This design comes from an exercise in tuning for small area and a short achievable clock period on the open sky130 flow, not from production work.
In this exercise RTL edits were held to simulation tests only and were not proved equivalent to the original.
No activity file was given, so power comes from the tool's default toggle rates.

Setup of job 101:
## pwl_func_mc
module pwl_func_mc #(
  parameter int N_CH       = 4,
  parameter int IN_WIDTH   = 16,
  parameter int SEG_BITS   = 4,
  parameter int FRAC_BITS  = 8,
  parameter int X_MIN      = -2048,
  parameter int COEF_WIDTH = 18,
  parameter int OUT_WIDTH  = 16
) (
  input  logic                  clk,
  input  logic                  rst,
  input  logic                  in_valid,
  output logic                  in_ready,
  input  logic [$clog2(N_CH)-1:0] in_ch,
  input  logic [IN_WIDTH-1:0]   in_,
  output logic                  out_valid,
  input  logic                  out_ready,
  output logic [$clog2(N_CH)-1:0] out_ch,
  output logic [OUT_WIDTH-1:0]  out,
  output logic [1:0]            out_flags,
  input  logic                  cfg_we,
  output logic                  cfg_ready,
  input  logic [$clog2(N_CH)-1:0] cfg_ch,
  input  logic                  cfg_sel,
  input  logic [SEG_BITS-1:0]   cfg_addr,
  input  logic [COEF_WIDTH-1:0] cfg_data
);
Settings: LEC_CHECK=0, CAP_MARGIN=20, CORE_MARGIN=2, CORE_UTILIZATION=50, CTS_BUF_LIST=sky130_fd_sc_hd__clkbuf_16, CTS_CLUSTER_DIAMETER=100, CTS_CLUSTER_SIZE=25, PLACE_DENSITY=0.72, SETUP_SLACK_MARGIN=4.55, SLEW_MARGIN=20; clock period 8.2 ns.
standard.sh (not shown) runs the stock make flow with config.mk's settings and CLKGATE_MAP_FILE= SYNTH_SCRIPT=/design/flow/synth_recipe.tcl, a recipe that flattens the netlist after the stock synthesis.
==> flow/flow/run.sh <==
#!/bin/bash
# Layout: the standard ORFS flow (standard.sh, unchanged synthesis and
# steps), except that the port buffers that global placement inserts are
# buf_4 cells instead of buffer_ports' default pick, a slow delay cell that
# the resizer often leaves on input paths. Every port still gets its buffer.
# ORFS's full output goes to orfs_flow.log in this folder.
set -euo pipefail
export BUFFER_PORTS_ARGS="-buffer_cell sky130_fd_sc_hd__buf_4"
bash standard.sh > orfs_flow.log 2>&1
Looking at the reports, job 101 completed the entire flow and the layout it produced met the timing, design-rule and antenna checks.
For job 102, these inputs were changed with respect to job 101:
Settings: PLACE_DENSITY now 0.5, was 0.72; CORE_UTILIZATION now 35, was 50.
- Every run in the comparison, job 101 and job 102, completed the flow with a clean layout.
- Job 102 and job 101 ended up with roughly the same part of the total power dissipated in combinational logic.
- Proportion of cell area occupied by registers: higher on job 101
- Reported for job 101 and job 102, synthesized instance count turned out identical to the last digit.
- Taking job 101 as the reference point, the buffering stage count on the worst path with inverters included of job 102 rises by 1.
- On combined global-route utilization of all metal layers, the lower figure sits with job 102, not job 101.
What job 103 does differently from job 102 at the input level:
Settings: swapping 35 for 45 in CORE_UTILIZATION; swapping 0.5 for 0.6 in PLACE_DENSITY.
==> comparison <==
- In summary, job 103 completed successfully, with a layout that passed the timing, design-rule and antenna checks.
- Sequential cell count came out exactly the same in job 103 and job 102.
- Run comparison: job 103 beginning of the critical path s2_ps[14]$_DFFE_PN_; job 102 beginning of the critical path in_[12]
- The lower utilization after layout came out of job 102.
- Diff job 102 -> job 103 | maximum ir drop on the vdd rail | down by a little under 10%
- Routed length on met2 (job 102 / job 103): 1.10
- Compared with job 102, job 103 shows a number of cells on the critical path that is 2 higher.
- Job 103 vs. job 102: number of cell instances on the worst register-to-register path was more or less identical, clock period minus final worst setup slack went up by 0.0059 ns.
### job 103 -> job 104
Settings: CORE_UTILIZATION changed from 45 to 50.
--- outcome ---
Lower count of clock-net buffers in the final layout goes to job 103 over job 104.
Comparing job 103 and job 104, the higher number of buffers inserted by post-CTS setup repair is on job 104.
Looking at job 103 and job 104, the standby leakage power is a wash.
Relative to job 103, the count of filler cells inserted in the layout measured on job 104 has decreased by more than 10%.
Total via count in the routed design ends up higher on job 104.
Job 104 ran to completion and came out clean on the timing, design-rule and antenna checks.
Diff job 104..job 103 | area growth from synthesis to layout | negligible
Here is what was changed in the inputs of job 105 compared with job 104.
Settings: a change of PLACE_DENSITY from 0.6 to 0.65.
==> flow/run.sh (new file) <==
#!/bin/bash
# synth_recipe.tcl (not shown) runs the flow's synth.tcl, then flattens the netlist and writes it again
# the make line also repeats each setting of config.mk as NAME=value (left out here)
make -C /OpenROAD-flow-scripts/flow DESIGN_CONFIG=/design/flow/config.mk WORK_HOME=/design/flow/orfs CLKGATE_MAP_FILE= SYNTH_SCRIPT=/design/flow/synth_recipe.tcl finish
removed: flow/flow/run.sh
removed: flow/standard.sh
--- outcome ---
Reported for job 104 and job 105, number of hold violations in the final report turned out identical to the last digit.
Job 105: final setup slack of the worst path 0.093 ns below job 104
When the final numbers for job 104 and job 105 were put side by side, the time the final worst path needs with I/O delays and setup turned out to be greater in job 105.
| clock share of power | job 105 vs job 104 | 0.4 points lower |
Job 105 vs job 104, final period utilization went up by 1.1 points.
Cmp job 105 vs job 104: hold slack lower in job 105
Final cell count (job 105 vs. job 104) increases slightly
The more densely filled core belongs to job 105, not job 104.

* * *

Another version of the RTL of pwl_func_mc (not shown whole).
Size: roughly 2500 flip-flops, about 71 I/O pins, roughly 95000 um2 of cells after synthesis.
Design pwl_func_mc, start of the top module:
module pwl_func_mc #(
  parameter int N_CH       = 4,
  parameter int IN_WIDTH   = 16,
  parameter int SEG_BITS   = 4,
  parameter int FRAC_BITS  = 8,
  parameter int X_MIN      = -2048,
  parameter int COEF_WIDTH = 18,
  parameter int OUT_WIDTH  = 16
) (
  input  logic                  clk,
  input  logic                  rst,
  input  logic                  in_valid,
  output logic                  in_ready,
  input  logic [$clog2(N_CH)-1:0] in_ch,
  input  logic [IN_WIDTH-1:0]   in_,
  output logic                  out_valid,
  input  logic                  out_ready,
  output logic [$clog2(N_CH)-1:0] out_ch,
  output logic [OUT_WIDTH-1:0]  out,
  output logic [1:0]            out_flags,
  input  logic                  cfg_we,
  output logic                  cfg_ready,
  input  logic [$clog2(N_CH)-1:0] cfg_ch,
  input  logic                  cfg_sel,
  input  logic [SEG_BITS-1:0]   cfg_addr,
  input  logic [COEF_WIDTH-1:0] cfg_data
);
export LEC_CHECK = 0
export CAP_MARGIN = 20
export CORE_MARGIN = 2
export CORE_UTILIZATION = 50
export CTS_BUF_LIST = sky130_fd_sc_hd__clkbuf_16
export CTS_CLUSTER_DIAMETER = 100
export CTS_CLUSTER_SIZE = 25
export PLACE_DENSITY = 0.65
export SETUP_SLACK_MARGIN = 4.8
export SLEW_MARGIN = 20
create_clock -name core_clock -period 8.2 [get_ports {clk}]
run.sh (not shown) runs the stock make flow with config.mk's settings and CLKGATE_MAP_FILE= SYNTH_SCRIPT=/design/flow/synth_recipe.tcl, a recipe that flattens the netlist after the stock synthesis.
Stock flow here: none of the scripts above is used.
==> next run, changes <==
SETUP_SLACK_MARGIN = 4.55   (was 4.8)
After rerunning: Non-clock buffer count goes down by 219. Routed wire length came out lower by about 10%. Synthesized cell count stays the same. Final area falls by about 4.5%. First-iteration DRC count decreases by about 15%. Die area stays the same. Worst setup slack got worse by 0.14 ns. Utilization fell by 2.7 points. Flip-flop and latch count is unchanged.

* * *

lane 1:
RTL: one of the versions met above, not the one the previous note started from.
For scale: roughly 5100 cells after synthesis, about 2500 flip-flops, ~71 I/O pins.
==> flow/config.mk <==
export PLATFORM = sky130hd
export DESIGN_NAME = pwl_func_mc
export DESIGN_NICKNAME = pwl_func_mc
export VERILOG_FILES = /design/flow/design.v
export SDC_FILE = /design/flow/constraint.sdc
export NUM_CORES = 4
export LEC_CHECK = 0
export CAP_MARGIN = 20
export CORE_MARGIN = 2
export CORE_UTILIZATION = 50
export CTS_BUF_LIST = sky130_fd_sc_hd__clkbuf_16
export CTS_CLUSTER_DIAMETER = 100
export CTS_CLUSTER_SIZE = 25
export PLACE_DENSITY = 0.65
export SETUP_SLACK_MARGIN = 4.4
export SLEW_MARGIN = 20
==> flow/constraint.sdc <==
create_clock -name core_clock -period 8.2 [get_ports {clk}]
set_input_delay 1.6400 -clock core_clock [delete_from_list [all_inputs] [get_ports {clk}]]
set_output_delay 1.6400 -clock core_clock [all_outputs]
set_load 0.01 [all_outputs]
standard.sh (not shown) runs the stock make flow with config.mk's settings and CLKGATE_MAP_FILE= SYNTH_SCRIPT=/design/flow/synth_recipe.tcl, a recipe that flattens the netlist after the stock synthesis.
==> flow/flow/run.sh <==
#!/bin/bash
# Layout: the standard ORFS flow (standard.sh, unchanged synthesis and
# steps), except that the port buffers that global placement inserts are
# buf_4 cells instead of buffer_ports' default pick, a slow delay cell that
# the resizer often leaves on input paths. Every port still gets its buffer.
# ORFS's full output goes to orfs_flow.log in this folder.
set -euo pipefail
export BUFFER_PORTS_ARGS="-buffer_cell sky130_fd_sc_hd__buf_4"
bash standard.sh > orfs_flow.log 2>&1
Lane 1 completed end to end with timing, DRC and antenna clean.
Inputs modified between lane 1 and lane 2:
# lane 1
export LEC_CHECK = 0
export CAP_MARGIN = 20
export CORE_MARGIN = 2
export CORE_UTILIZATION = 50
export CTS_BUF_LIST = sky130_fd_sc_hd__clkbuf_16
export CTS_CLUSTER_DIAMETER = 100
export CTS_CLUSTER_SIZE = 25
export PLACE_DENSITY = 0.65
export SETUP_SLACK_MARGIN = 4.4
export SLEW_MARGIN = 20
create_clock -name core_clock -period 8.2 [get_ports {clk}]
# lane 2
export LEC_CHECK = 0
export CAP_MARGIN = 20
export CORE_MARGIN = 2
export CORE_UTILIZATION = 40
export CTS_BUF_LIST = sky130_fd_sc_hd__clkbuf_16
export CTS_CLUSTER_DIAMETER = 100
export CTS_CLUSTER_SIZE = 25
export PLACE_DENSITY = 0.55
export SETUP_SLACK_MARGIN = 4.55
export SLEW_MARGIN = 20
create_clock -name core_clock -period 8.2 [get_ports {clk}]
Part of the power in combinational logic: lane 2 vs lane 1 up 0.4 points. Between lane 2 and lane 1, it is lane 2 whose setup slack of the critical path after layout is higher, by 0.20 ns. Lane 2 ends up with lower largest fanout on the critical path than lane 1 does. Data required time of the worst path for lane 2: 2.29 ns down relative to lane 1. | total wirelength of the detailed-routed design | lane 2 vs lane 1 | worse |. Going from lane 1 to lane 2, the final clock period utilization by the worst path was found to have gone down by 2.5 points. When lane 2 is measured against lane 1, its final non-filler cell area turns out 0.78% higher. Changes observed in lane 2 relative to lane 1: final critical-path required period dropped 0.20 ns; final cell count shows an increase of 672; post-cts gate resize count went up.

-- port drivers added, routing unchanged --
No port has a modelled driver above. Below, the same layouts with a new extraction and two added sets of constraints.
Step 1 (the two cells are an assumption about what drives the block):
set clk [get_ports {clk}]
set_driving_cell -lib_cell sky130_fd_sc_hd__clkbuf_16 $clk
set_driving_cell -lib_cell sky130_fd_sc_hd__buf_2 [delete_from_list [all_inputs] $clk]
Step 2, shift: input delay + t, output delay - t, t = (earliest + latest rising clock arrival at the registers) / 2. This alone moves slack from input paths to output paths.
Slacks: ideal ports / drivers / drivers and shift; pairs: ideal ports / drivers.
| run | t, ns | setup slack, ns | worst setup path at the end |
|---|---|---|---|
| job 101 | 0.877 | 4.346 / 4.407 / 3.530 | input to register |
| job 102 | 0.902 | 4.530 / 4.472 / 3.570 | input to register |
| job 103 | 0.899 | 4.524 / 4.427 / 3.527 | input to register |
| job 104 | 0.885 | 4.489 / 4.436 / 3.551 | input to register |
| job 105 | 0.882 | 4.396 / 4.270 / 3.388 | input to register |
| the first run of note 2 | 0.909 | 4.404 / 4.308 / 3.398 | input to register |
| the second run of note 2 | 0.881 | 4.261 / 4.266 / 3.384 | input to register |
| lane 1 | 0.895 | 4.336 / 4.199 / 3.304 | input to register |
| lane 2 | 0.893 | 4.538 / 4.403 / 3.511 | input to register |
After both steps every run listed still meets setup and hold. For lane 1, which loses most, drivers alone change the setup slack by -0.137 ns; drivers and shift together by -1.032 ns.
